What follows belongs to an exercise in optimizing a design on an open flow for small area, a short achievable clock period and few clock cycles per item; a production flow would make more cautious choices.
No functional check of the RTL was part of this run.

==> design.v <==
`default_nettype none
package yuvRgbPkg;
  typedef logic [7:0] sample_t;
  typedef logic [8:0] lineLen_t;
  typedef logic [7:0] pairIdx_t;
  typedef logic signed [31:0] acc_t;
  typedef struct packed {
    sample_t yEven;
    sample_t yOdd;
    sample_t u;
    sample_t v;
  } yuvPair_t;
  typedef struct packed {
    sample_t       yEven;
    sample_t       yOdd;
    sample_t [5:0] uTap;
    sample_t [5:0] vTap;
    logic          lastInLine;
  } chromaWin_t;
  typedef struct packed {
    sample_t yEven;
    sample_t yOdd;
    sample_t uEven;
    sample_t vEven;
    sample_t uOdd;
    sample_t vOdd;
    logic    lastInLine;
  } yuv444Pair_t;
  typedef struct packed {
    sample_t rEven;
    sample_t gEven;
    sample_t bEven;
    sample_t rOdd;
    sample_t gOdd;
    sample_t bOdd;
    logic    lastInLine;
  } rgbPair_t;
endpackage
`default_nettype wire
`timescale 1ns/1ps
`default_nettype none
module lineConfig (
  input  wire                       Clock_50_I,
  input  wire                       Resetn,
  input  wire                       cfgWrite,
  input  wire yuvRgbPkg::lineLen_t  cfgData,
  input  wire                       lineBoundary,
  output yuvRgbPkg::lineLen_t       lineLength,
  output logic                      cfgError
);
  yuvRgbPkg::lineLen_t pendLen;
  logic pendValid;
  logic inRange;
  assign inRange = (cfgData >= 4) && (cfgData <= 256);
  always_ff @(posedge Clock_50_I or negedge Resetn) begin
    if (!Resetn) begin
      lineLength <= yuvRgbPkg::lineLen_t'(160);
      pendValid  <= 1'b0;
      cfgError   <= 1'b0;
    end else begin
      if (lineBoundary && pendValid) begin
        lineLength <= pendLen;
        pendValid  <= 1'b0;
      end
      if (cfgWrite) begin
        if (inRange) begin
          pendValid <= 1'b1;
        end else begin
          cfgError <= 1'b1;
        end
      end
    end
  end
  always_ff @(posedge Clock_50_I) begin
    if (cfgWrite && inRange) begin
      pendLen <= cfgData;
    end
  end
endmodule
`default_nettype wire
`timescale 1ns/1ps
`default_nettype none
`default_nettype wire
`timescale 1ns/1ps
`default_nettype none
module chromaPart (
  input  wire [7:0]  t0, t1, t2, t3, t4,
  output wire [17:0] pa, pb
);
  wire [8:0] b = {1'b0, t1} + {1'b0, t4};
  wire [8:0] c = {1'b0, t2} + {1'b0, t3};
  firPart u_part (.t0(t0), .b(b), .c(c), .sa(pa), .sb(pb));
endmodule
module chromaInterp (
  input  wire [17:0] pa, pb,
  input  wire [7:0]  t5,
  output wire [7:0]  odd
);
  wire [9:0] hi;
  firSum u_sum (.pa(pa), .pb(pb), .t5(t5), .s(hi));
  assign odd = hi[9] ? 8'h00 : (hi[8] ? 8'hff : hi[7:0]);
endmodule
module pixelSplit (
  input  wire [22:0] yp,
  input  wire [7:0]  u, v,
  output wire [9:0]  hr, hg,
  output wire [10:0] hb,
  output wire        cr, cg, cb
);
  cscSumR u_r (.yp(yp), .v(v), .hi0(hr), .c(cr));
  cscSumG u_g (.yp(yp), .u(u), .v(v), .hi0(hg), .c(cg));
  cscSumB u_b (.yp(yp), .u(u), .hi0(hb), .c(cb));
endmodule
module pixelClip (
  input  wire [9:0]  hr, hg,
  input  wire [10:0] hb,
  input  wire        cr, cg, cb,
  output wire [23:0] rgb
);
  wire rLow  = hr[9];
  wire gLow  = hg[9];
  wire bLow  = hb[10];
  wire rHigh = hr[8] || (&hr[7:0]);
  wire gHigh = hg[8] || (&hg[7:0]);
  wire bHigh = (|hb[9:8]) || (&hb[7:0]);
  wire [7:0] r = hr[7:0] + {7'd0, cr};
  wire [7:0] g = hg[7:0] + {7'd0, cg};
  wire [7:0] b = hb[7:0] + {7'd0, cb};
  assign rgb[23:16] = rLow ? 8'h00 : (rHigh ? 8'hff : r);
  assign rgb[15:8]  = gLow ? 8'h00 : (gHigh ? 8'hff : g);
  assign rgb[7:0]   = bLow ? 8'h00 : (bHigh ? 8'hff : b);
endmodule
`default_nettype wire
`timescale 1ns/1ps
`default_nettype none
module lumaSum (input wire [7:0] y, output wire [22:0] s);
  wire n1 = ~y[0];
  wire n3 = ~y[1];
  wire n5 = ~y[2];
  wire n7 = ~y[0];
  wire n9 = ~(y[1] ^ y[3]);
  wire n10 = y[1] | y[3];
  wire n11 = ~(y[2] ^ y[4]);
  wire n12 = y[2] | y[4];
  wire n13 = n1 ^ y[3] ^ y[5];
  wire n14 = (n1 & y[3]) | (n1 & y[5]) | (y[3] & y[5]);
  wire n15 = y[0] ^ n3 ^ y[4];
  wire n16 = (y[0] & n3) | (y[0] & y[4]) | (n3 & y[4]);
  wire n17 = y[1] ^ n5 ^ y[5];
  wire n18 = (y[1] & n5) | (y[1] & y[5]) | (n5 & y[5]);
  wire n19 = ~(y[2] ^ y[3]);
  wire n20 = y[2] | y[3];
  wire n21 = ~y[4];
  wire n23 = ~y[0];
  wire n25 = ~(y[1] ^ y[3]);
  wire n26 = y[1] | y[3];
  wire n27 = n7 ^ y[2] ^ y[4];
  wire n28 = (n7 & y[2]) | (n7 & y[4]) | (y[2] & y[4]);
  wire n29 = y[0] ^ n9 ^ y[5];
  wire n30 = (y[0] & n9) | (y[0] & y[5]) | (n9 & y[5]);
  wire n31 = n10 ^ n11 ^ y[6];
  wire n32 = (n10 & n11) | (n10 & y[6]) | (n11 & y[6]);
  wire n33 = n12 ^ n13 ^ y[7];
  wire n34 = (n12 & n13) | (n12 & y[7]) | (n13 & y[7]);
  wire n35 = n14 ^ n15 ^ y[6];
  wire n36 = (n14 & n15) | (n14 & y[6]) | (n15 & y[6]);
  wire n37 = n16 ^ n17 ^ y[7];
  wire n38 = (n16 & n17) | (n16 & y[7]) | (n17 & y[7]);
  wire n39 = n18 ^ n19 ^ y[6];
  wire n40 = (n18 & n19) | (n18 & y[6]) | (n19 & y[6]);
  wire n41 = n20 ^ n21 ^ y[7];
  wire n42 = (n20 & n21) | (n20 & y[7]) | (n21 & y[7]);
  wire n43 = ~(y[4] ^ y[5]);
  wire n44 = y[4] | y[5];
  wire n45 = ~y[6];
  wire n47 = ~y[7];
  wire [22:0] ra = {1'b1, n47, n45, n43, n41, n39, n37, n35, n33, n31, n29, n27, n25, y[2], y[1], ~y[7], ~y[6], ~y[5], ~y[4], ~y[3], ~y[2], ~y[1], ~y[0]};
  wire [22:0] rb = {y[7], y[6], n44, n42, n40, n38, n36, n34, n32, n30, n28, n26, y[0], n23, 1'b1, y[0], 1'b0, 1'b0, 1'b0, 1'b0, 1'b0, 1'b0, 1'b1};
  wire [22:0] tot = ra + rb;
  assign s = tot[22:0];
endmodule
module cscSumR (input wire [22:0] yp, input wire [7:0] v, output wire [9:0] hi0, output wire c);
  wire n1 = ~v[2];
  wire n3 = ~(v[0] ^ v[3]);
  wire n4 = v[0] | v[3];
  wire n5 = v[5] ^ ~v[7];
  wire n6 = v[5] & ~v[7];
  wire n7 = ~(v[1] ^ v[4]);
  wire n8 = v[1] | v[4];
  wire n9 = v[6] ^ yp[6];
  wire n10 = v[6] & yp[6];
  wire n11 = v[2] ^ v[5] ^ v[7];
  wire n12 = (v[2] & v[5]) | (v[2] & v[7]) | (v[5] & v[7]);
  wire n13 = ~v[3];
  wire n15 = ~(~v[0] ^ v[4]);
  wire n16 = ~v[0] | v[4];
  wire n17 = ~~v[1];
  wire n19 = v[0] ^ ~v[2];
  wire n20 = v[0] & ~v[2];
  wire n21 = v[1] ^ ~v[3];
  wire n22 = v[1] & ~v[3];
  wire n23 = ~(~v[0] ^ v[2]);
  wire n24 = ~v[0] | v[2];
  wire n25 = ~(~v[1] ^ v[3]);
  wire n26 = ~v[1] | v[3];
  wire n27 = v[0] ^ ~v[2] ^ v[4];
  wire n28 = (v[0] & ~v[2]) | (v[0] & v[4]) | (~v[2] & v[4]);
  wire n29 = v[1] ^ ~v[3] ^ v[5];
  wire n30 = (v[1] & ~v[3]) | (v[1] & v[5]) | (~v[3] & v[5]);
  wire n31 = ~(v[2] ^ ~v[4]);
  wire n32 = v[2] | ~v[4];
  wire n33 = ~(v[3] ^ ~v[5]);
  wire n34 = v[3] | ~v[5];
  wire n35 = v[0] ^ v[2];
  wire n36 = v[0] & v[2];
  wire n37 = v[1] ^ v[3] ^ ~v[5];
  wire n38 = (v[1] & v[3]) | (v[1] & ~v[5]) | (v[3] & ~v[5]);
  wire n39 = n1 ^ v[4] ^ ~v[6];
  wire n40 = (n1 & v[4]) | (n1 & ~v[6]) | (v[4] & ~v[6]);
  wire n41 = v[2] ^ n5 ^ n3;
  wire n42 = (v[2] & n5) | (v[2] & n3) | (n5 & n3);
  wire n43 = n6 ^ n4 ^ n9;
  wire n44 = (n6 & n4) | (n6 & n9) | (n4 & n9);
  wire n45 = n10 ^ n8 ^ n11;
  wire n46 = (n10 & n8) | (n10 & n11) | (n8 & n11);
  wire n47 = n12 ^ n13 ^ v[6];
  wire n48 = (n12 & n13) | (n12 & v[6]) | (n13 & v[6]);
  wire n49 = v[3] ^ n15 ^ v[7];
  wire n50 = (v[3] & n15) | (v[3] & v[7]) | (n15 & v[7]);
  wire n51 = n16 ^ n17 ^ v[5];
  wire n52 = (n16 & n17) | (n16 & v[5]) | (n17 & v[5]);
  wire n53 = ~v[1] ^ n19 ^ v[6];
  wire n54 = (~v[1] & n19) | (~v[1] & v[6]) | (n19 & v[6]);
  wire n55 = n20 ^ n21 ^ v[7];
  wire n56 = (n20 & n21) | (n20 & v[7]) | (n21 & v[7]);
  wire n57 = n22 ^ n23 ^ ~v[4];
  wire n58 = (n22 & n23) | (n22 & ~v[4]) | (n23 & ~v[4]);
  wire n59 = n24 ^ n25 ^ ~v[5];
  wire n60 = (n24 & n25) | (n24 & ~v[5]) | (n25 & ~v[5]);
  wire n61 = n26 ^ n27 ^ ~v[6];
  wire n62 = (n26 & n27) | (n26 & ~v[6]) | (n27 & ~v[6]);
  wire n63 = n28 ^ n29 ^ ~v[7];
  wire n64 = (n28 & n29) | (n28 & ~v[7]) | (n29 & ~v[7]);
  wire n65 = n30 ^ n31 ^ v[6];
  wire n66 = (n30 & n31) | (n30 & v[6]) | (n31 & v[6]);
  wire n67 = n32 ^ n33 ^ v[7];
  wire n68 = (n32 & n33) | (n32 & v[7]) | (n33 & v[7]);
  wire n69 = n34 ^ v[4] ^ ~v[6];
  wire n70 = (n34 & v[4]) | (n34 & ~v[6]) | (v[4] & ~v[6]);
  wire n71 = v[5] ^ ~v[7];
  wire n72 = v[5] & ~v[7];
  wire n73 = ~v[6];
  wire n75 = v[0] ^ ~v[2];
  wire n76 = v[0] & ~v[2];
  wire n77 = v[1] ^ ~v[3] ^ yp[1];
  wire n78 = (v[1] & ~v[3]) | (v[1] & yp[1]) | (~v[3] & yp[1]);
  wire n79 = n35 ^ ~v[4] ^ yp[2];
  wire n80 = (n35 & ~v[4]) | (n35 & yp[2]) | (~v[4] & yp[2]);
  wire n81 = n36 ^ n37 ^ yp[3];
  wire n82 = (n36 & n37) | (n36 & yp[3]) | (n37 & yp[3]);
  wire n83 = n38 ^ n39 ^ yp[4];
  wire n84 = (n38 & n39) | (n38 & yp[4]) | (n39 & yp[4]);
  wire n85 = n40 ^ n41 ^ yp[5];
  wire n86 = (n40 & n41) | (n40 & yp[5]) | (n41 & yp[5]);
  wire n87 = n42 ^ n43 ^ n7;
  wire n88 = (n42 & n43) | (n42 & n7) | (n43 & n7);
  wire n89 = n44 ^ n45 ^ yp[7];
  wire n90 = (n44 & n45) | (n44 & yp[7]) | (n45 & yp[7]);
  wire n91 = n46 ^ n47 ^ yp[8];
  wire n92 = (n46 & n47) | (n46 & yp[8]) | (n47 & yp[8]);
  wire n93 = n48 ^ n49 ^ yp[9];
  wire n94 = (n48 & n49) | (n48 & yp[9]) | (n49 & yp[9]);
  wire n95 = n50 ^ n51 ^ yp[10];
  wire n96 = (n50 & n51) | (n50 & yp[10]) | (n51 & yp[10]);
  wire n97 = n52 ^ n53 ^ yp[11];
  wire n98 = (n52 & n53) | (n52 & yp[11]) | (n53 & yp[11]);
  wire n99 = n54 ^ n55 ^ yp[12];
  wire n100 = (n54 & n55) | (n54 & yp[12]) | (n55 & yp[12]);
  wire n101 = n56 ^ n57 ^ yp[13];
  wire n102 = (n56 & n57) | (n56 & yp[13]) | (n57 & yp[13]);
  wire n103 = n58 ^ n59 ^ yp[14];
  wire n104 = (n58 & n59) | (n58 & yp[14]) | (n59 & yp[14]);
  wire n105 = n60 ^ n61 ^ yp[15];
  wire n106 = (n60 & n61) | (n60 & yp[15]) | (n61 & yp[15]);
  wire n107 = n62 ^ n63 ^ yp[16];
  wire n108 = (n62 & n63) | (n62 & yp[16]) | (n63 & yp[16]);
  wire n109 = n64 ^ n65 ^ yp[17];
  wire n110 = (n64 & n65) | (n64 & yp[17]) | (n65 & yp[17]);
  wire n111 = n66 ^ n67 ^ yp[18];
  wire n112 = (n66 & n67) | (n66 & yp[18]) | (n67 & yp[18]);
  wire n113 = n68 ^ n69 ^ yp[19];
  wire n114 = (n68 & n69) | (n68 & yp[19]) | (n69 & yp[19]);
  wire n115 = n70 ^ n71 ^ yp[20];
  wire n116 = (n70 & n71) | (n70 & yp[20]) | (n71 & yp[20]);
  wire n117 = n72 ^ n73 ^ yp[21];
  wire n118 = (n72 & n73) | (n72 & yp[21]) | (n73 & yp[21]);
  wire n119 = v[6] ^ v[7] ^ yp[22];
  wire n120 = (v[6] & v[7]) | (v[6] & yp[22]) | (v[7] & yp[22]);
  wire [25:0] ra = {1'b1, n119, n117, n115, n113, n111, n109, n107, n105, n103, n101, n99, n97, n95, n93, n91, n89, n87, n85, n83, n81, n79, n77, yp[0], ~v[1], ~v[0]};
  wire [25:0] rb = {n120, n118, n116, n114, n112, n110, n108, n106, n104, n102, n100, n98, n96, n94, n92, n90, n88, n86, n84, n82, n80, n78, n76, n75, 1'b0, 1'b1};
  wire [16:0] low = {1'b0, ra[15:0]} + {1'b0, rb[15:0]};
  assign c = low[16];
  assign hi0 = ra[25:16] + rb[25:16];
endmodule
module cscSumG (input wire [22:0] yp, input wire [7:0] u, input wire [7:0] v, output wire [9:0] hi0, output wire c);
  wire n1 = ~v[1];
  wire n3 = ~v[0] ^ v[2] ^ ~v[4];
  wire n4 = (~v[0] & v[2]) | (~v[0] & ~v[4]) | (v[2] & ~v[4]);
  wire n5 = ~v[1] ^ v[3] ^ ~v[5];
  wire n6 = (~v[1] & v[3]) | (~v[1] & ~v[5]) | (v[3] & ~v[5]);
  wire n7 = ~(~v[2] ^ v[4]);
  wire n8 = ~v[2] | v[4];
  wire n9 = ~v[3] ^ v[5];
  wire n10 = ~v[3] & v[5];
  wire n11 = ~~v[4];
  wire n13 = ~v[0] ^ ~v[5];
  wire n14 = ~v[0] & ~v[5];
  wire n15 = ~v[1] ^ ~v[6] ^ ~u[1];
  wire n16 = (~v[1] & ~v[6]) | (~v[1] & ~u[1]) | (~v[6] & ~u[1]);
  wire n17 = ~v[2] ^ ~v[7] ^ ~u[2];
  wire n18 = (~v[2] & ~v[7]) | (~v[2] & ~u[2]) | (~v[7] & ~u[2]);
  wire n19 = ~v[3] ^ ~u[3];
  wire n20 = ~v[3] & ~u[3];
  wire n21 = ~v[4] ^ ~u[4];
  wire n22 = ~v[4] & ~u[4];
  wire n23 = ~v[5] ^ ~u[0] ^ ~u[5];
  wire n24 = (~v[5] & ~u[0]) | (~v[5] & ~u[5]) | (~u[0] & ~u[5]);
  wire n25 = ~v[6] ^ ~u[1];
  wire n26 = ~v[6] & ~u[1];
  wire n27 = ~(~v[0] ^ ~v[7]);
  wire n28 = ~v[0] | ~v[7];
  wire n29 = ~u[2] ^ ~u[7];
  wire n30 = ~u[2] & ~u[7];
  wire n31 = ~v[1] ^ u[0] ^ ~u[3];
  wire n32 = (~v[1] & u[0]) | (~v[1] & ~u[3]) | (u[0] & ~u[3]);
  wire n33 = ~(v[0] ^ ~v[2]);
  wire n34 = v[0] | ~v[2];
  wire n35 = u[1] ^ ~u[4];
  wire n36 = u[1] & ~u[4];
  wire n37 = n1 ^ ~v[3] ^ ~u[0];
  wire n38 = (n1 & ~v[3]) | (n1 & ~u[0]) | (~v[3] & ~u[0]);
  wire n39 = u[2] ^ ~u[5] ^ yp[13];
  wire n40 = (u[2] & ~u[5]) | (u[2] & yp[13]) | (~u[5] & yp[13]);
  wire n41 = v[1] ^ n3 ^ ~u[1];
  wire n42 = (v[1] & n3) | (v[1] & ~u[1]) | (n3 & ~u[1]);
  wire n43 = u[3] ^ ~u[6] ^ yp[14];
  wire n44 = (u[3] & ~u[6]) | (u[3] & yp[14]) | (~u[6] & yp[14]);
  wire n45 = n4 ^ n5 ^ ~u[2];
  wire n46 = (n4 & n5) | (n4 & ~u[2]) | (n5 & ~u[2]);
  wire n47 = u[4] ^ ~u[7] ^ yp[15];
  wire n48 = (u[4] & ~u[7]) | (u[4] & yp[15]) | (~u[7] & yp[15]);
  wire n49 = n6 ^ n7 ^ ~v[6];
  wire n50 = (n6 & n7) | (n6 & ~v[6]) | (n7 & ~v[6]);
  wire n51 = ~u[3] ^ u[5] ^ yp[16];
  wire n52 = (~u[3] & u[5]) | (~u[3] & yp[16]) | (u[5] & yp[16]);
  wire n53 = n8 ^ n9 ^ ~v[7];
  wire n54 = (n8 & n9) | (n8 & ~v[7]) | (n9 & ~v[7]);
  wire n55 = ~u[4] ^ u[6] ^ yp[17];
  wire n56 = (~u[4] & u[6]) | (~u[4] & yp[17]) | (u[6] & yp[17]);
  wire n57 = n10 ^ n11 ^ v[6];
  wire n58 = (n10 & n11) | (n10 & v[6]) | (n11 & v[6]);
  wire n59 = ~u[5] ^ u[7] ^ yp[18];
  wire n60 = (~u[5] & u[7]) | (~u[5] & yp[18]) | (u[7] & yp[18]);
  wire n61 = ~(~v[4] ^ ~v[5]);
  wire n62 = ~v[4] | ~v[5];
  wire n63 = v[7] ^ ~u[6] ^ yp[19];
  wire n64 = (v[7] & ~u[6]) | (v[7] & yp[19]) | (~u[6] & yp[19]);
  wire n65 = ~(~v[6] ^ ~u[7]);
  wire n66 = ~v[6] | ~u[7];
  wire n67 = n13 ^ ~u[0];
  wire n68 = n13 & ~u[0];
  wire n69 = n14 ^ n15 ^ u[3];
  wire n70 = (n14 & n15) | (n14 & u[3]) | (n15 & u[3]);
  wire n71 = n16 ^ n17 ^ u[4];
  wire n72 = (n16 & n17) | (n16 & u[4]) | (n17 & u[4]);
  wire n73 = n18 ^ n19 ^ u[5];
  wire n74 = (n18 & n19) | (n18 & u[5]) | (n19 & u[5]);
  wire n75 = n20 ^ n21 ^ u[6];
  wire n76 = (n20 & n21) | (n20 & u[6]) | (n21 & u[6]);
  wire n77 = n22 ^ n23 ^ u[7];
  wire n78 = (n22 & n23) | (n22 & u[7]) | (n23 & u[7]);
  wire n79 = n24 ^ n25 ^ ~u[6];
  wire n80 = (n24 & n25) | (n24 & ~u[6]) | (n25 & ~u[6]);
  wire n81 = n26 ^ n29 ^ n27;
  wire n82 = (n26 & n29) | (n26 & n27) | (n29 & n27);
  wire n83 = n30 ^ n28 ^ n31;
  wire n84 = (n30 & n28) | (n30 & n31) | (n28 & n31);
  wire n85 = n32 ^ n35 ^ n33;
  wire n86 = (n32 & n35) | (n32 & n33) | (n35 & n33);
  wire n87 = n36 ^ n34 ^ n39;
  wire n88 = (n36 & n34) | (n36 & n39) | (n34 & n39);
  wire n89 = n40 ^ n38 ^ n43;
  wire n90 = (n40 & n38) | (n40 & n43) | (n38 & n43);
  wire n91 = n44 ^ n42 ^ n47;
  wire n92 = (n44 & n42) | (n44 & n47) | (n42 & n47);
  wire n93 = n48 ^ n46 ^ n51;
  wire n94 = (n48 & n46) | (n48 & n51) | (n46 & n51);
  wire n95 = n52 ^ n50 ^ n55;
  wire n96 = (n52 & n50) | (n52 & n55) | (n50 & n55);
  wire n97 = n56 ^ n54 ^ n59;
  wire n98 = (n56 & n54) | (n56 & n59) | (n54 & n59);
  wire n99 = n60 ^ n58 ^ n63;
  wire n100 = (n60 & n58) | (n60 & n63) | (n58 & n63);
  wire n101 = n64 ^ n62 ^ n65;
  wire n102 = (n64 & n62) | (n64 & n65) | (n62 & n65);
  wire n103 = ~(n66 ^ ~v[7]);
  wire n104 = n66 | ~v[7];
  wire n105 = ~v[3] ^ u[0];
  wire n106 = ~v[3] & u[0];
  wire n107 = ~v[4] ^ u[1] ^ yp[2];
  wire n108 = (~v[4] & u[1]) | (~v[4] & yp[2]) | (u[1] & yp[2]);
  wire n109 = n67 ^ u[2] ^ yp[3];
  wire n110 = (n67 & u[2]) | (n67 & yp[3]) | (u[2] & yp[3]);
  wire n111 = n68 ^ n69 ^ yp[4];
  wire n112 = (n68 & n69) | (n68 & yp[4]) | (n69 & yp[4]);
  wire n113 = n70 ^ n71 ^ yp[5];
  wire n114 = (n70 & n71) | (n70 & yp[5]) | (n71 & yp[5]);
  wire n115 = n72 ^ n73 ^ yp[6];
  wire n116 = (n72 & n73) | (n72 & yp[6]) | (n73 & yp[6]);
  wire n117 = n74 ^ n75 ^ yp[7];
  wire n118 = (n74 & n75) | (n74 & yp[7]) | (n75 & yp[7]);
  wire n119 = n76 ^ n77 ^ yp[8];
  wire n120 = (n76 & n77) | (n76 & yp[8]) | (n77 & yp[8]);
  wire n121 = n78 ^ n79 ^ yp[9];
  wire n122 = (n78 & n79) | (n78 & yp[9]) | (n79 & yp[9]);
  wire n123 = n80 ^ n81 ^ yp[10];
  wire n124 = (n80 & n81) | (n80 & yp[10]) | (n81 & yp[10]);
  wire n125 = n82 ^ n83 ^ yp[11];
  wire n126 = (n82 & n83) | (n82 & yp[11]) | (n83 & yp[11]);
  wire n127 = n84 ^ n85 ^ yp[12];
  wire n128 = (n84 & n85) | (n84 & yp[12]) | (n85 & yp[12]);
  wire n129 = n86 ^ n87 ^ n37;
  wire n130 = (n86 & n87) | (n86 & n37) | (n87 & n37);
  wire n131 = n88 ^ n89 ^ n41;
  wire n132 = (n88 & n89) | (n88 & n41) | (n89 & n41);
  wire n133 = n90 ^ n91 ^ n45;
  wire n134 = (n90 & n91) | (n90 & n45) | (n91 & n45);
  wire n135 = n92 ^ n93 ^ n49;
  wire n136 = (n92 & n93) | (n92 & n49) | (n93 & n49);
  wire n137 = n94 ^ n95 ^ n53;
  wire n138 = (n94 & n95) | (n94 & n53) | (n95 & n53);
  wire n139 = n96 ^ n97 ^ n57;
  wire n140 = (n96 & n97) | (n96 & n57) | (n97 & n57);
  wire n141 = n98 ^ n99 ^ n61;
  wire n142 = (n98 & n99) | (n98 & n61) | (n99 & n61);
  wire n143 = n100 ^ n101 ^ yp[20];
  wire n144 = (n100 & n101) | (n100 & yp[20]) | (n101 & yp[20]);
  wire n145 = n102 ^ n103 ^ yp[21];
  wire n146 = (n102 & n103) | (n102 & yp[21]) | (n103 & yp[21]);
  wire n147 = n104 ^ yp[22];
  wire n148 = n104 & yp[22];
  wire [25:0] ra = {1'b1, n147, n145, n143, n141, n139, n137, n135, n133, n131, n129, n127, n125, n123, n121, n119, n117, n115, n113, n111, n109, n107, yp[1], yp[0], ~v[1], ~v[0]};
  wire [25:0] rb = {n148, n146, n144, n142, n140, n138, n136, n134, n132, n130, n128, n126, n124, n122, n120, n118, n116, n114, n112, n110, n108, n106, n105, ~v[2], 1'b0, 1'b1};
  wire [16:0] low = {1'b0, ra[15:0]} + {1'b0, rb[15:0]};
  assign c = low[16];
  assign hi0 = ra[25:16] + rb[25:16];
endmodule
module cscSumB (input wire [22:0] yp, input wire [7:0] u, output wire [10:0] hi0, output wire c);
  wire n1 = ~u[1];
  wire n3 = ~(u[0] ^ u[2]);
  wire n4 = u[0] | u[2];
  wire n5 = ~u[5] ^ ~u[7];
  wire n6 = ~u[5] & ~u[7];
  wire n7 = ~(u[1] ^ u[3]);
  wire n8 = u[1] | u[3];
  wire n9 = ~u[6] ^ yp[6];
  wire n10 = ~u[6] & yp[6];
  wire n11 = u[2] ^ u[4] ^ ~u[7];
  wire n12 = (u[2] & u[4]) | (u[2] & ~u[7]) | (u[4] & ~u[7]);
  wire n13 = ~(u[0] ^ u[3]);
  wire n14 = u[0] | u[3];
  wire n15 = ~(u[1] ^ u[4]);
  wire n16 = u[1] | u[4];
  wire n17 = u[2] ^ u[5];
  wire n18 = u[2] & u[5];
  wire n19 = ~~u[0];
  wire n21 = ~u[1] ^ ~u[3];
  wire n22 = ~u[1] & ~u[3];
  wire n23 = ~u[2] ^ ~u[4];
  wire n24 = ~u[2] & ~u[4];
  wire n25 = u[0] ^ ~u[3] ^ ~u[5];
  wire n26 = (u[0] & ~u[3]) | (u[0] & ~u[5]) | (~u[3] & ~u[5]);
  wire n27 = n1 ^ ~u[4] ^ ~u[6];
  wire n28 = (n1 & ~u[4]) | (n1 & ~u[6]) | (~u[4] & ~u[6]);
  wire n29 = u[1] ^ n5 ^ n3;
  wire n30 = (u[1] & n5) | (u[1] & n3) | (n5 & n3);
  wire n31 = n6 ^ n4 ^ n9;
  wire n32 = (n6 & n4) | (n6 & n9) | (n4 & n9);
  wire n33 = n10 ^ n8 ^ n11;
  wire n34 = (n10 & n8) | (n10 & n11) | (n8 & n11);
  wire n35 = n12 ^ n13 ^ u[5];
  wire n36 = (n12 & n13) | (n12 & u[5]) | (n13 & u[5]);
  wire n37 = n14 ^ n15 ^ u[6];
  wire n38 = (n14 & n15) | (n14 & u[6]) | (n15 & u[6]);
  wire n39 = n16 ^ n17 ^ u[7];
  wire n40 = (n16 & n17) | (n16 & u[7]) | (n17 & u[7]);
  wire n41 = n18 ^ u[3] ^ u[6];
  wire n42 = (n18 & u[3]) | (n18 & u[6]) | (u[3] & u[6]);
  wire n43 = u[4] ^ u[7];
  wire n44 = u[4] & u[7];
  wire n45 = ~u[0];
  wire n47 = n19 ^ ~u[2];
  wire n48 = n19 & ~u[2];
  wire n49 = ~u[0] ^ n21 ^ yp[1];
  wire n50 = (~u[0] & n21) | (~u[0] & yp[1]) | (n21 & yp[1]);
  wire n51 = n22 ^ n23 ^ yp[2];
  wire n52 = (n22 & n23) | (n22 & yp[2]) | (n23 & yp[2]);
  wire n53 = n24 ^ n25 ^ yp[3];
  wire n54 = (n24 & n25) | (n24 & yp[3]) | (n25 & yp[3]);
  wire n55 = n26 ^ n27 ^ yp[4];
  wire n56 = (n26 & n27) | (n26 & yp[4]) | (n27 & yp[4]);
  wire n57 = n28 ^ n29 ^ yp[5];
  wire n58 = (n28 & n29) | (n28 & yp[5]) | (n29 & yp[5]);
  wire n59 = n30 ^ n31 ^ n7;
  wire n60 = (n30 & n31) | (n30 & n7) | (n31 & n7);
  wire n61 = n32 ^ n33 ^ yp[7];
  wire n62 = (n32 & n33) | (n32 & yp[7]) | (n33 & yp[7]);
  wire n63 = n34 ^ n35 ^ yp[8];
  wire n64 = (n34 & n35) | (n34 & yp[8]) | (n35 & yp[8]);
  wire n65 = n36 ^ n37 ^ yp[9];
  wire n66 = (n36 & n37) | (n36 & yp[9]) | (n37 & yp[9]);
  wire n67 = n38 ^ n39 ^ yp[10];
  wire n68 = (n38 & n39) | (n38 & yp[10]) | (n39 & yp[10]);
  wire n69 = n40 ^ n41 ^ yp[11];
  wire n70 = (n40 & n41) | (n40 & yp[11]) | (n41 & yp[11]);
  wire n71 = n42 ^ n43 ^ yp[12];
  wire n72 = (n42 & n43) | (n42 & yp[12]) | (n43 & yp[12]);
  wire n73 = n44 ^ u[5] ^ yp[13];
  wire n74 = (n44 & u[5]) | (n44 & yp[13]) | (u[5] & yp[13]);
  wire n75 = ~(u[6] ^ yp[14]);
  wire n76 = u[6] | yp[14];
  wire n77 = n45 ^ u[7] ^ yp[15];
  wire n78 = (n45 & u[7]) | (n45 & yp[15]) | (u[7] & yp[15]);
  wire n79 = u[0] ^ u[1] ^ yp[16];
  wire n80 = (u[0] & u[1]) | (u[0] & yp[16]) | (u[1] & yp[16]);
  wire n81 = ~(u[2] ^ yp[17]);
  wire n82 = u[2] | yp[17];
  wire n83 = u[3] ^ yp[18];
  wire n84 = u[3] & yp[18];
  wire n85 = ~(u[4] ^ yp[19]);
  wire n86 = u[4] | yp[19];
  wire n87 = ~(u[5] ^ yp[20]);
  wire n88 = u[5] | yp[20];
  wire n89 = ~(u[6] ^ yp[21]);
  wire n90 = u[6] | yp[21];
  wire n91 = u[7] ^ yp[22];
  wire n92 = u[7] & yp[22];
  wire [26:0] ra = {1'b1, 1'b1, n91, n89, n87, n85, n83, n81, n79, n77, n75, n73, n71, n69, n67, n65, n63, n61, n59, n57, n55, n53, n51, n49, yp[0], ~u[1], ~u[0]};
  wire [26:0] rb = {1'b0, n92, n90, n88, n86, n84, n82, n80, n78, n76, n74, n72, n70, n68, n66, n64, n62, n60, n58, n56, n54, n52, n50, n48, n47, 1'b0, 1'b1};
  wire [16:0] low = {1'b0, ra[15:0]} + {1'b0, rb[15:0]};
  assign c = low[16];
  assign hi0 = ra[26:16] + rb[26:16];
endmodule
module firPart (input wire [7:0] t0, input wire [8:0] b, input wire [8:0] c, output wire [17:0] sa, output wire [17:0] sb);
  wire n1 = ~c[0];
  wire n3 = c[0] ^ ~c[5];
  wire n4 = c[0] & ~c[5];
  wire n5 = ~(c[1] ^ ~c[6]);
  wire n6 = c[1] | ~c[6];
  wire n7 = ~b[0] ^ b[2] ^ ~b[4];
  wire n8 = (~b[0] & b[2]) | (~b[0] & ~b[4]) | (b[2] & ~b[4]);
  wire n9 = n1 ^ c[2] ^ ~c[7];
  wire n10 = (n1 & c[2]) | (n1 & ~c[7]) | (c[2] & ~c[7]);
  wire n11 = ~b[1] ^ b[3] ^ ~b[5];
  wire n12 = (~b[1] & b[3]) | (~b[1] & ~b[5]) | (b[3] & ~b[5]);
  wire n13 = t0[3] ^ t0[5];
  wire n14 = t0[3] & t0[5];
  wire n15 = c[0] ^ c[1] ^ c[3];
  wire n16 = (c[0] & c[1]) | (c[0] & c[3]) | (c[1] & c[3]);
  wire n17 = ~c[8] ^ ~b[2] ^ b[4];
  wire n18 = (~c[8] & ~b[2]) | (~c[8] & b[4]) | (~b[2] & b[4]);
  wire n19 = ~b[6] ^ t0[4] ^ t0[6];
  wire n20 = (~b[6] & t0[4]) | (~b[6] & t0[6]) | (t0[4] & t0[6]);
  wire n21 = ~(c[2] ^ c[4]);
  wire n22 = c[2] | c[4];
  wire n23 = ~b[3] ^ b[5] ^ ~b[7];
  wire n24 = (~b[3] & b[5]) | (~b[3] & ~b[7]) | (b[5] & ~b[7]);
  wire n25 = t0[5] ^ t0[7];
  wire n26 = t0[5] & t0[7];
  wire n27 = ~(c[3] ^ c[5]);
  wire n28 = c[3] | c[5];
  wire n29 = ~b[4] ^ b[6] ^ ~b[8];
  wire n30 = (~b[4] & b[6]) | (~b[4] & ~b[8]) | (b[6] & ~b[8]);
  wire n31 = c[4] ^ c[6];
  wire n32 = c[4] & c[6];
  wire n33 = ~~c[2];
  wire n35 = ~c[3] ^ ~b[1];
  wire n36 = ~c[3] & ~b[1];
  wire n37 = ~c[4] ^ b[0] ^ ~b[2];
  wire n38 = (~c[4] & b[0]) | (~c[4] & ~b[2]) | (b[0] & ~b[2]);
  wire n39 = t0[0] ^ t0[2];
  wire n40 = t0[0] & t0[2];
  wire n41 = n3 ^ b[1] ^ ~b[3];
  wire n42 = (n3 & b[1]) | (n3 & ~b[3]) | (b[1] & ~b[3]);
  wire n43 = t0[1] ^ t0[3] ^ t0[5];
  wire n44 = (t0[1] & t0[3]) | (t0[1] & t0[5]) | (t0[3] & t0[5]);
  wire n45 = n4 ^ n7 ^ n5;
  wire n46 = (n4 & n7) | (n4 & n5) | (n7 & n5);
  wire n47 = t0[2] ^ t0[4] ^ t0[6];
  wire n48 = (t0[2] & t0[4]) | (t0[2] & t0[6]) | (t0[4] & t0[6]);
  wire n49 = n8 ^ n6 ^ n13;
  wire n50 = (n8 & n6) | (n8 & n13) | (n6 & n13);
  wire n51 = n11 ^ n9 ^ t0[7];
  wire n52 = (n11 & n9) | (n11 & t0[7]) | (n9 & t0[7]);
  wire n53 = n14 ^ n12 ^ n10;
  wire n54 = (n14 & n12) | (n14 & n10) | (n12 & n10);
  wire n55 = n19 ^ n17 ^ n15;
  wire n56 = (n19 & n17) | (n19 & n15) | (n17 & n15);
  wire n57 = n20 ^ n18 ^ n16;
  wire n58 = (n20 & n18) | (n20 & n16) | (n18 & n16);
  wire n59 = n25 ^ n23 ^ n21;
  wire n60 = (n25 & n23) | (n25 & n21) | (n23 & n21);
  wire n61 = n26 ^ n24 ^ n22;
  wire n62 = (n26 & n24) | (n26 & n22) | (n24 & n22);
  wire n63 = n29 ^ n27 ^ t0[6];
  wire n64 = (n29 & n27) | (n29 & t0[6]) | (n27 & t0[6]);
  wire n65 = n30 ^ n28 ^ n31;
  wire n66 = (n30 & n28) | (n30 & n31) | (n28 & n31);
  wire n67 = ~b[5] ^ b[7] ^ t0[7];
  wire n68 = (~b[5] & b[7]) | (~b[5] & t0[7]) | (b[7] & t0[7]);
  wire n69 = ~(n32 ^ c[5]);
  wire n70 = n32 | c[5];
  wire n71 = c[7] ^ ~b[6] ^ b[8];
  wire n72 = (c[7] & ~b[6]) | (c[7] & b[8]) | (~b[6] & b[8]);
  wire n73 = ~(c[6] ^ c[8]);
  wire n74 = c[6] | c[8];
  wire n75 = n33 ^ ~b[0];
  wire n76 = n33 & ~b[0];
  wire n77 = ~c[2] ^ n35 ^ t0[1];
  wire n78 = (~c[2] & n35) | (~c[2] & t0[1]) | (n35 & t0[1]);
  wire n79 = n36 ^ n39 ^ n37;
  wire n80 = (n36 & n39) | (n36 & n37) | (n39 & n37);
  wire n81 = n40 ^ n38 ^ n43;
  wire n82 = (n40 & n38) | (n40 & n43) | (n38 & n43);
  wire n83 = n44 ^ n42 ^ n47;
  wire n84 = (n44 & n42) | (n44 & n47) | (n42 & n47);
  wire n85 = n48 ^ n46 ^ n51;
  wire n86 = (n48 & n46) | (n48 & n51) | (n46 & n51);
  wire n87 = n52 ^ n50 ^ n55;
  wire n88 = (n52 & n50) | (n52 & n55) | (n50 & n55);
  wire n89 = n56 ^ n54 ^ n59;
  wire n90 = (n56 & n54) | (n56 & n59) | (n54 & n59);
  wire n91 = n60 ^ n58 ^ n63;
  wire n92 = (n60 & n58) | (n60 & n63) | (n58 & n63);
  wire n93 = n64 ^ n62 ^ n67;
  wire n94 = (n64 & n62) | (n64 & n67) | (n62 & n67);
  wire n95 = n68 ^ n66 ^ n71;
  wire n96 = (n68 & n66) | (n68 & n71) | (n66 & n71);
  wire n97 = n72 ^ n70 ^ n73;
  wire n98 = (n72 & n70) | (n72 & n73) | (n70 & n73);
  wire n99 = ~(n74 ^ c[7]);
  wire n100 = n74 | c[7];
  wire n101 = ~~c[0];
  wire n103 = ~c[1] ^ t0[1];
  wire n104 = ~c[1] & t0[1];
  wire n105 = n75 ^ t0[0] ^ t0[2];
  wire n106 = (n75 & t0[0]) | (n75 & t0[2]) | (t0[0] & t0[2]);
  wire n107 = n76 ^ n77 ^ t0[3];
  wire n108 = (n76 & n77) | (n76 & t0[3]) | (n77 & t0[3]);
  wire n109 = n78 ^ n79 ^ t0[4];
  wire n110 = (n78 & n79) | (n78 & t0[4]) | (n79 & t0[4]);
  wire n111 = n80 ^ n81 ^ n41;
  wire n112 = (n80 & n81) | (n80 & n41) | (n81 & n41);
  wire n113 = n82 ^ n83 ^ n45;
  wire n114 = (n82 & n83) | (n82 & n45) | (n83 & n45);
  wire n115 = n84 ^ n85 ^ n49;
  wire n116 = (n84 & n85) | (n84 & n49) | (n85 & n49);
  wire n117 = n86 ^ n87 ^ n53;
  wire n118 = (n86 & n87) | (n86 & n53) | (n87 & n53);
  wire n119 = n88 ^ n89 ^ n57;
  wire n120 = (n88 & n89) | (n88 & n57) | (n89 & n57);
  wire n121 = n90 ^ n91 ^ n61;
  wire n122 = (n90 & n91) | (n90 & n61) | (n91 & n61);
  wire n123 = n92 ^ n93 ^ n65;
  wire n124 = (n92 & n93) | (n92 & n65) | (n93 & n65);
  wire n125 = n94 ^ n95 ^ n69;
  wire n126 = (n94 & n95) | (n94 & n69) | (n95 & n69);
  wire n127 = n96 ^ n97 ^ ~b[7];
  wire n128 = (n96 & n97) | (n96 & ~b[7]) | (n97 & ~b[7]);
  wire n129 = n98 ^ n99 ^ ~b[8];
  wire n130 = (n98 & n99) | (n98 & ~b[8]) | (n99 & ~b[8]);
  wire n131 = n100 ^ c[8];
  wire n132 = n100 & c[8];
  wire [17:0] ra = {1'b1, 1'b1, n131, n129, n127, n125, n123, n121, n119, n117, n115, n113, n111, n109, n107, n105, n103, t0[0]};
  wire [17:0] rb = {1'b0, n132, n130, n128, n126, n124, n122, n120, n118, n116, n114, n112, n110, n108, n106, n104, ~c[0], n101};
  assign sa = ra;
  assign sb = rb;
endmodule
module firSum (input wire [17:0] pa, input wire [17:0] pb, input wire [7:0] t5, output wire [9:0] s);
  wire n1 = t5[0] ^ t5[2];
  wire n2 = t5[0] & t5[2];
  wire n3 = t5[1] ^ t5[3] ^ t5[5];
  wire n4 = (t5[1] & t5[3]) | (t5[1] & t5[5]) | (t5[3] & t5[5]);
  wire n5 = t5[2] ^ t5[4] ^ t5[6];
  wire n6 = (t5[2] & t5[4]) | (t5[2] & t5[6]) | (t5[4] & t5[6]);
  wire n7 = t5[3] ^ t5[5] ^ t5[7];
  wire n8 = (t5[3] & t5[5]) | (t5[3] & t5[7]) | (t5[5] & t5[7]);
  wire n9 = t5[4] ^ t5[6];
  wire n10 = t5[4] & t5[6];
  wire n11 = t5[5] ^ t5[7];
  wire n12 = t5[5] & t5[7];
  wire n13 = t5[0] ^ t5[2];
  wire n14 = t5[0] & t5[2];
  wire n15 = t5[1] ^ t5[3] ^ pb[3];
  wire n16 = (t5[1] & t5[3]) | (t5[1] & pb[3]) | (t5[3] & pb[3]);
  wire n17 = n1 ^ t5[4] ^ pb[4];
  wire n18 = (n1 & t5[4]) | (n1 & pb[4]) | (t5[4] & pb[4]);
  wire n19 = n2 ^ n3 ^ pb[5];
  wire n20 = (n2 & n3) | (n2 & pb[5]) | (n3 & pb[5]);
  wire n21 = n4 ^ n5 ^ pb[6];
  wire n22 = (n4 & n5) | (n4 & pb[6]) | (n5 & pb[6]);
  wire n23 = n6 ^ n7 ^ pb[7];
  wire n24 = (n6 & n7) | (n6 & pb[7]) | (n7 & pb[7]);
  wire n25 = n8 ^ n9 ^ pb[8];
  wire n26 = (n8 & n9) | (n8 & pb[8]) | (n9 & pb[8]);
  wire n27 = n10 ^ n11 ^ pb[9];
  wire n28 = (n10 & n11) | (n10 & pb[9]) | (n11 & pb[9]);
  wire n29 = n12 ^ t5[6] ^ pb[10];
  wire n30 = (n12 & t5[6]) | (n12 & pb[10]) | (t5[6] & pb[10]);
  wire n31 = t5[7] ^ pb[11];
  wire n32 = t5[7] & pb[11];
  wire n33 = t5[0] ^ pb[0];
  wire n34 = t5[0] & pb[0];
  wire n35 = t5[1] ^ pb[1] ^ pa[1];
  wire n36 = (t5[1] & pb[1]) | (t5[1] & pa[1]) | (pb[1] & pa[1]);
  wire n37 = n13 ^ pb[2] ^ pa[2];
  wire n38 = (n13 & pb[2]) | (n13 & pa[2]) | (pb[2] & pa[2]);
  wire n39 = n14 ^ n15 ^ pa[3];
  wire n40 = (n14 & n15) | (n14 & pa[3]) | (n15 & pa[3]);
  wire n41 = n16 ^ n17 ^ pa[4];
  wire n42 = (n16 & n17) | (n16 & pa[4]) | (n17 & pa[4]);
  wire n43 = n18 ^ n19 ^ pa[5];
  wire n44 = (n18 & n19) | (n18 & pa[5]) | (n19 & pa[5]);
  wire n45 = n20 ^ n21 ^ pa[6];
  wire n46 = (n20 & n21) | (n20 & pa[6]) | (n21 & pa[6]);
  wire n47 = n22 ^ n23 ^ pa[7];
  wire n48 = (n22 & n23) | (n22 & pa[7]) | (n23 & pa[7]);
  wire n49 = n24 ^ n25 ^ pa[8];
  wire n50 = (n24 & n25) | (n24 & pa[8]) | (n25 & pa[8]);
  wire n51 = n26 ^ n27 ^ pa[9];
  wire n52 = (n26 & n27) | (n26 & pa[9]) | (n27 & pa[9]);
  wire n53 = n28 ^ n29 ^ pa[10];
  wire n54 = (n28 & n29) | (n28 & pa[10]) | (n29 & pa[10]);
  wire n55 = n30 ^ n31 ^ pa[11];
  wire n56 = (n30 & n31) | (n30 & pa[11]) | (n31 & pa[11]);
  wire n57 = n32 ^ pb[12] ^ pa[12];
  wire n58 = (n32 & pb[12]) | (n32 & pa[12]) | (pb[12] & pa[12]);
  wire n59 = pb[13] ^ pa[13];
  wire n60 = pb[13] & pa[13];
  wire n61 = pb[14] ^ pa[14];
  wire n62 = pb[14] & pa[14];
  wire n63 = pb[15] ^ pa[15];
  wire n64 = pb[15] & pa[15];
  wire n65 = pb[16] ^ pa[16];
  wire n66 = pb[16] & pa[16];
  wire n67 = pb[17] ^ pa[17];
  wire n68 = pb[17] & pa[17];
  wire [17:0] ra = {n67, n65, n63, n61, n59, n57, n55, n53, n51, n49, n47, n45, n43, n41, n39, n37, n35, pa[0]};
  wire [17:0] rb = {n66, n64, n62, n60, n58, n56, n54, n52, n50, n48, n46, n44, n42, n40, n38, n36, n34, n33};
  wire [17:0] tot = ra + rb;
  assign s = tot[17:8];
endmodule
`default_nettype wire
`timescale 1ns/1ps
`default_nettype none
module yuvToRgbTop (
  input  wire                       Clock_50_I,
  input  wire                       Resetn,
  input  wire [31:0]                inPair,
  input  wire                       inValid,
  input  wire                       rgbReady,
  input  wire                       cfgWrite,
  input  wire [8:0]                 cfgData,
  output logic                      inReady,
  output logic [48:0]               rgbPair,
  output logic                      rgbValid,
  output logic [8:0]                lineLength,
  output logic                      cfgError
);
  logic       inRdy;        
  logic       en;           
  logic [7:0] pairCnt;      
  logic [1:0] flushCnt;     
  logic       accept;
  logic       isLast;
  logic       isFirst;
  logic       lineBoundary;
  logic       flushStep;
  assign accept       = inValid && inRdy;
  assign isLast       = ({1'b0, pairCnt} == lineLength - 9'd1);
  assign isFirst      = (pairCnt == 8'd0);
  assign lineBoundary = accept ? isLast : isFirst;
  assign flushStep    = en && (flushCnt != 2'd0);
  assign inReady      = inRdy;
  lineConfig u_lineConfig (
    .Clock_50_I   (Clock_50_I),
    .Resetn       (Resetn),
    .cfgWrite     (cfgWrite),
    .cfgData      (cfgData),
    .lineBoundary (lineBoundary),
    .lineLength   (lineLength),
    .cfgError     (cfgError)
  );
  logic        outValid;
  logic        skidValid;
  logic        outFree;
  logic        push;
  logic [48:0] result;
  logic [48:0] skid;
  logic        resValid;
  logic        skidNext;
  logic [1:0]  flushNext;
  assign outFree  = !outValid || rgbReady;
  assign push     = en && resValid;
  assign skidNext = skidValid ? !outFree : (push && !outFree);
  always_comb begin
    flushNext = flushCnt;
    if (accept && isLast) flushNext = 2'd3;
    else if (flushStep)   flushNext = flushCnt - 2'd1;
  end
  always_ff @(posedge Clock_50_I or negedge Resetn) begin
    if (!Resetn) begin
      inRdy     <= 1'b0;
      en        <= 1'b0;
      pairCnt   <= '0;
      flushCnt  <= '0;
      outValid  <= 1'b0;
      skidValid <= 1'b0;
    end else begin
      if (accept) pairCnt <= isLast ? 8'd0 : pairCnt + 8'd1;
      flushCnt  <= flushNext;
      en        <= !skidNext;
      inRdy     <= !skidNext && (flushNext == 2'd0);
      skidValid <= skidNext;
      if (outFree) outValid <= skidValid || push;
    end
  end
  always_ff @(posedge Clock_50_I) begin
    if (!skidValid) skid <= result;
    if (outFree) rgbPair <= skidValid ? skid : result;
  end
  assign rgbValid = outValid;
  logic [7:0]  yE [0:3];
  logic [7:0]  yO [0:3];
  logic [7:0]  uT [1:5];
  logic [7:0]  vT [1:5];
  logic [17:0] uPa, uPb;
  logic [17:0] vPa, vPb;
  logic [17:0] uPaNext, uPbNext;
  logic [17:0] vPaNext, vPbNext;
  logic        winValid;
  logic        winLast;
  logic        shift;
  assign shift = accept || flushStep;
  chromaPart u_partU (.t0(uT[1]), .t1(uT[2]), .t2(uT[3]), .t3(uT[4]), .t4(uT[5]), .pa(uPaNext), .pb(uPbNext));
  chromaPart u_partV (.t0(vT[1]), .t1(vT[2]), .t2(vT[3]), .t3(vT[4]), .t4(vT[5]), .pa(vPaNext), .pb(vPbNext));
  always_ff @(posedge Clock_50_I) begin
    if (accept) begin
      yE[3] <= inPair[31:24];
      yO[3] <= inPair[23:16];
      uT[5] <= inPair[15:8];
      vT[5] <= inPair[7:0];
    end
    if (shift) begin
      for (int i = 0; i < 3; i++) begin
        yE[i] <= yE[i+1];
        yO[i] <= yO[i+1];
      end
      for (int i = 1; i < 3; i++) begin
        uT[i] <= uT[i+1];
        vT[i] <= vT[i+1];
      end
      uT[3] <= (accept && isFirst) ? inPair[15:8] : uT[4];
      uT[4] <= (accept && isFirst) ? inPair[15:8] : uT[5];
      vT[3] <= (accept && isFirst) ? inPair[7:0]  : vT[4];
      vT[4] <= (accept && isFirst) ? inPair[7:0]  : vT[5];
      uPa <= uPaNext;
      uPb <= uPbNext;
      vPa <= vPaNext;
      vPb <= vPbNext;
    end
  end
  always_ff @(posedge Clock_50_I or negedge Resetn) begin
    if (!Resetn) begin
      winValid <= 1'b0;
    end else if (en) begin
      winValid <= (accept && (pairCnt >= 8'd3)) || flushStep;
    end
  end
  always_ff @(posedge Clock_50_I) begin
    if (en) winLast <= flushStep && (flushCnt == 2'd1);
  end
  logic [7:0]  uOdd;
  logic [7:0]  vOdd;
  logic [22:0] ypEven;
  logic [22:0] ypOdd;
  chromaInterp u_firU (.pa(uPa), .pb(uPb), .t5(uT[5]), .odd(uOdd));
  chromaInterp u_firV (.pa(vPa), .pb(vPb), .t5(vT[5]), .odd(vOdd));
  lumaSum u_lumaE (.y(yE[0]), .s(ypEven));
  lumaSum u_lumaO (.y(yO[0]), .s(ypOdd));
  logic        p1Valid;
  logic [22:0] p1YpE;
  logic [22:0] p1YpO;
  logic [7:0]  p1UE;
  logic [7:0]  p1VE;
  logic [7:0]  p1UO;
  logic [7:0]  p1VO;
  logic        p1Last;
  always_ff @(posedge Clock_50_I or negedge Resetn) begin
    if (!Resetn) p1Valid <= 1'b0;
    else if (en) p1Valid <= winValid;
  end
  always_ff @(posedge Clock_50_I) begin
    if (en) begin
      p1YpE  <= ypEven;
      p1YpO  <= ypOdd;
      p1UE   <= uT[2];
      p1VE   <= vT[2];
      p1UO   <= uOdd;
      p1VO   <= vOdd;
      p1Last <= winLast;
    end
  end
  logic [9:0]  hrE, hgE, hrO, hgO;
  logic [10:0] hbE, hbO;
  logic        crE, cgE, cbE, crO, cgO, cbO;
  pixelSplit u_sumE (.yp(p1YpE), .u(p1UE), .v(p1VE), .hr(hrE), .hg(hgE), .hb(hbE), .cr(crE), .cg(cgE), .cb(cbE));
  pixelSplit u_sumO (.yp(p1YpO), .u(p1UO), .v(p1VO), .hr(hrO), .hg(hgO), .hb(hbO), .cr(crO), .cg(cgO), .cb(cbO));
  logic        p2Valid;
  logic [9:0]  p2HrE, p2HgE, p2HrO, p2HgO;
  logic [10:0] p2HbE, p2HbO;
  logic        p2CrE, p2CgE, p2CbE, p2CrO, p2CgO, p2CbO;
  logic        p2Last;
  always_ff @(posedge Clock_50_I or negedge Resetn) begin
    if (!Resetn) p2Valid <= 1'b0;
    else if (en) p2Valid <= p1Valid;
  end
  always_ff @(posedge Clock_50_I) begin
    if (en) begin
      p2HrE <= hrE; p2HgE <= hgE; p2HbE <= hbE;
      p2CrE <= crE; p2CgE <= cgE; p2CbE <= cbE;
      p2HrO <= hrO; p2HgO <= hgO; p2HbO <= hbO;
      p2CrO <= crO; p2CgO <= cgO; p2CbO <= cbO;
      p2Last <= p1Last;
    end
  end
  logic [23:0] rgbEven;
  logic [23:0] rgbOdd;
  pixelClip u_clipE (.hr(p2HrE), .hg(p2HgE), .hb(p2HbE), .cr(p2CrE), .cg(p2CgE), .cb(p2CbE), .rgb(rgbEven));
  pixelClip u_clipO (.hr(p2HrO), .hg(p2HgO), .hb(p2HbO), .cr(p2CrO), .cg(p2CgO), .cb(p2CbO), .rgb(rgbOdd));
  assign result   = {rgbEven, rgbOdd, p2Last};
  assign resValid = p2Valid;
endmodule
`default_nettype wire
==> flow/run.sh <==
#!/bin/bash
set -euo pipefail
bash ./standard.sh SETUP_SLACK_MARGIN=6.9 MATCH_CELL_FOOTPRINT=0 'BUFFER_PORTS_ARGS=-buffer_cell sky130_fd_sc_hd__buf_2' finish > standard_flow.log 2>&1
==> standard.sh <==
#!/bin/bash
# synth_recipe.tcl (not shown) runs the flow's synth.tcl, then flattens the netlist and writes it again
# the make line also repeats each setting of config.mk as NAME=value (left out here)
make -C /OpenROAD-flow-scripts/flow DESIGN_CONFIG=/design/flow/config.mk WORK_HOME=/design/flow/orfs CLKGATE_MAP_FILE= SYNTH_SCRIPT=/design/flow/synth_recipe.tcl "${@:-finish}"
==> config.mk <==
export PLATFORM = sky130hd
export DESIGN_NAME = yuvToRgbTop
export DESIGN_NICKNAME = yuvToRgbTop
export VERILOG_FILES = /design/flow/design.v
export SDC_FILE = /design/flow/constraint.sdc
export NUM_CORES = 4
export LEC_CHECK = 0
export CAP_MARGIN = 20
export CORE_MARGIN = 2
export CORE_UTILIZATION = 60
export SETUP_SLACK_MARGIN = 5
export SLEW_MARGIN = 20
==> constraint.sdc <==
create_clock -name core_clock -period 11.0 [get_ports {Clock_50_I}]
set_input_delay 2.2000 -clock core_clock [delete_from_list [all_inputs] [get_ports {Clock_50_I}]]
set_output_delay 2.2000 -clock core_clock [all_outputs]
set_load 0.01 [all_outputs]
==> impl_metrics.toml <==
[min_path]
hp-start = "yO[3][4]"
min-delay-path-class = "register to register"
hold_depth = 0
whs_endpoint = "yO[2][4]"

[critical_path]
worstSetupStartpointType = "register"
crit_arrival_ps = 4770
timing.rr.start = "vT[5][3]"
endpoint_kind = "register"
critical_path_class = "register to register"
r2r_slack_ps = 6670
reg2reg_depth = 14
r2r_end = "p1VO[0]"
required_ps = 11450
crit_fanout = 7

[synth]
synth_area_leader_cell = "edfxtp_1"
ys_types = 74
yosysSeqAreaShare = 0.3803
yosysTopAreaCellShare = 0.3352
syn_nets = 4021
yosys_warnings = 10
synth_area_mm2 = 0.03735
postSynthCellCount = 3160
postSynth.topFlopCell = "edfxtp_1"
ys_async_sr_fraction = 0.05668
ys_ff_latch = 494
ys_top_cells_by_area = "edfxtp_1 34%, fa_1 22%, ha_1 14%"
synth.avg_cell_area_um2 = 11.82
synth-edff-count = 417

[routing]
wl_um = 79410
drt_iter0_markers = 1119
vias_per_cell = 5.375
ant_nets = 0
drt_pass1_iterations = 7
wl_per_cell_um = 18.26
drc_errors = 0
vias = 23380

[global_routing]
track_usage = 0.2539
antenna_found_initial = 3
grt_pass1_wl_um = 126900
grt_start_max_net_pins = 93
grt_overflow = 0
grt_pass1_vias = 24310

[timing]
max_freq_mhz = 231.1
min_period_ps = 4328
maxSlewHeadroom = 0.3284
setup_viol = 0
tns_ps = 0
rsz0062_at_grt = "true"
fin_skew_ps = 18.30
fin_crit_sh = 0.3934
drv_slew = 0
hold_viol_final = 0
tightest_slew_ps = 1005

[place]
place_congestion = 0.9307
post-place-cells = 4083
dpl.hpwl_um = 61450
portBuffers = 106

[clocking]
ctsRootBufferMaster = "clkbuf_16"
cts_tree = "done"
cts_sinks = 494
h-tree-depth = 2
cts_buffer_depth = 3
clkTransAtPathRegs_ps = 60
insertion_delay_ps = 610
cts_buffers = 53

[finish]
fin_nets = 4329
final_cell_mix = "654 x inv_1, 417 x edfxtp_1, 395 x fa_1"
mostFrequentLayoutCell = "inv_1"
syn2layout_area_growth_pct = 14.95
insertedDiodeCount = 0
drive_gt1_frac = 0.1580
finalNonFillerCells = 4349

[floorplan]
die_y_um = 253.5
die-area_mm2 = 0.06427
fp.dieW_um = 253.5
core_mm2 = 0.06160
row_count = 91
start_util = 0.6064
io_pins = 107

[outcome]
status = "timing/DRC/antenna clean"

[job]
cap_violations = 0
[layer usage]
metal / share of wire / track usage / wire length (µm) / vias up
li1: - / - / - / 11180
met1: 0.45 / 0.3542 / 35850 / 11670
met2: 0.49 / 0.4319 / 38920 / 431
met3: 0.040 / 0.03011 / 3184 / 96
met4: 0.018 / 0.05359 / 1465 / 0
met5: 0 / 0 / 0 / -
[logic make-up (layout without fill, tap and decap cells)]
family,count (synthesis),after routing,share of synthesized area
xor+xnor,179,179,0.04197
mux,20,20,0.005828
fa+ha+maj,819,819,0.3565
compound gates,453,453,0.08116
simple gates,481,481,0.06217
buf+inv,714,1066,0.07208
flops,494,494,0.3803
[worst max-delay path by stage]
stage              end     start  cells after the start
6_report       p1VO[0]  vT[5][3]                     14
5_1_grt        p1VO[0]  vT[5][3]                     16
4_1_cts        p1VO[6]  vT[5][5]                     13
3_5_place_dp    uPa[7]   inValid                      6
3_3_place_gp    uPa[7]   inValid                      6
2_1_floorplan   uPa[0]   inValid                      4
[flip-flops by register name, summed over array words and instances, names as in the netlist, 11 cells and up]
signal	count
p2HbE	11
vPa	16
uPb	17
yE	32
uT	40
skid	49
yO	32
vPb	17
uPa	16
p1YpE	23
p1YpO	23
rgbPair	49
vT	40
p2HbO	11
[cells in the mapped netlist, drive strengths merged, types with 8 or more instances]
cell     number
nand4        26
o211ai        9
a21oi       121
nor4         11
nor2b        26
nand3        35
nand2b       17
dfxtp        49
nand2       158
clkbuf       22
a22o         11
edfxtp      417
xnor2       126
mux2         14
inv         688
a211oi       37
o21a         25
o21bai       13
a21o         80
ha          405
nor3         40
and3         18
dfrtp        26
a31oi         9
o31ai        20
a2111oi       8
a211o         9
o21ai        65
nor2        108
xor2         53
fa          410
[through the flow]
step                        util  cell area, µm²  hold WS (ps)  setup slack [ps]
after detailed placement  0.6329           38980         404.5              5573
after floorplan                -           37480         400.3              6687
after CTS                 0.6810           41950         414.2              6685
after global routing      0.6971           42940         419.7              6498
final                     0.6971           42940         414.7              6672
after global placement    0.6329           38980         400.8              5647
[what timing repair did]
item | 4_1_cts | 5_1_grt
pin swaps | 67 | 70
cloned | 0 | 0
endpoints found under the setup margin | 136 | 140
setup buffers | 99 | 68
gates resized for setup | 96 | 99
hold buffers | 0 | 0
[worst max-delay path, stage by stage, from the launching register on]
cell and delay, ps:
edfxtp_1 480, buf_4 200, fa_1 460, fa_1 480
fa_1 440, ha_1 240, a2111oi_0 450, o21ai_0 240
o211a_1 190, a311o_1 350, nor2_2 130, buf_4 140
nor3_4 40, buf_12 140, a211oi_2 190
[final cells by class]
type	instances	area (µm²)
fill	4483	18660
clock inverter	29	357.8
clock buffer	70	1481
sequential	494	14210
multi-input combinational	1952	21300
tap	837	1047
timing repair buffer	279	1897
inverter	688	2648

## re-timing with driven ports
The results above use ideal ports. As a check the final layout listed here was re-extracted and re-timed, cells and wires unchanged. Step 1 (the two cells are an assumption about what drives the block):
set clk [get_ports {Clock_50_I}]
set_driving_cell -lib_cell sky130_fd_sc_hd__clkbuf_16 $clk
set_driving_cell -lib_cell sky130_fd_sc_hd__buf_2 [delete_from_list [all_inputs] $clk]
Step 2 adds t to the input delays and takes it off the output delays; t is the mean of the earliest and latest rising clock arrival at the registers after step 1. Input paths then give back, and output paths get back, about the clock's delay inside the block. Slacks: no drivers / after step 1 / after step 2; pairs: no drivers / after step 1.
t, ns: 0.667
setup WS [ns]: 6.672 / 6.672 / 6.500
worst hold slack (ns): 0.415 / 0.415 / 0.415
worst data-port slew with drivers (ns): 0.04
After both steps this run still meets setup and hold. The setup slack of this run moves by 0.000 ns with the drivers and by -0.172 ns with both steps.
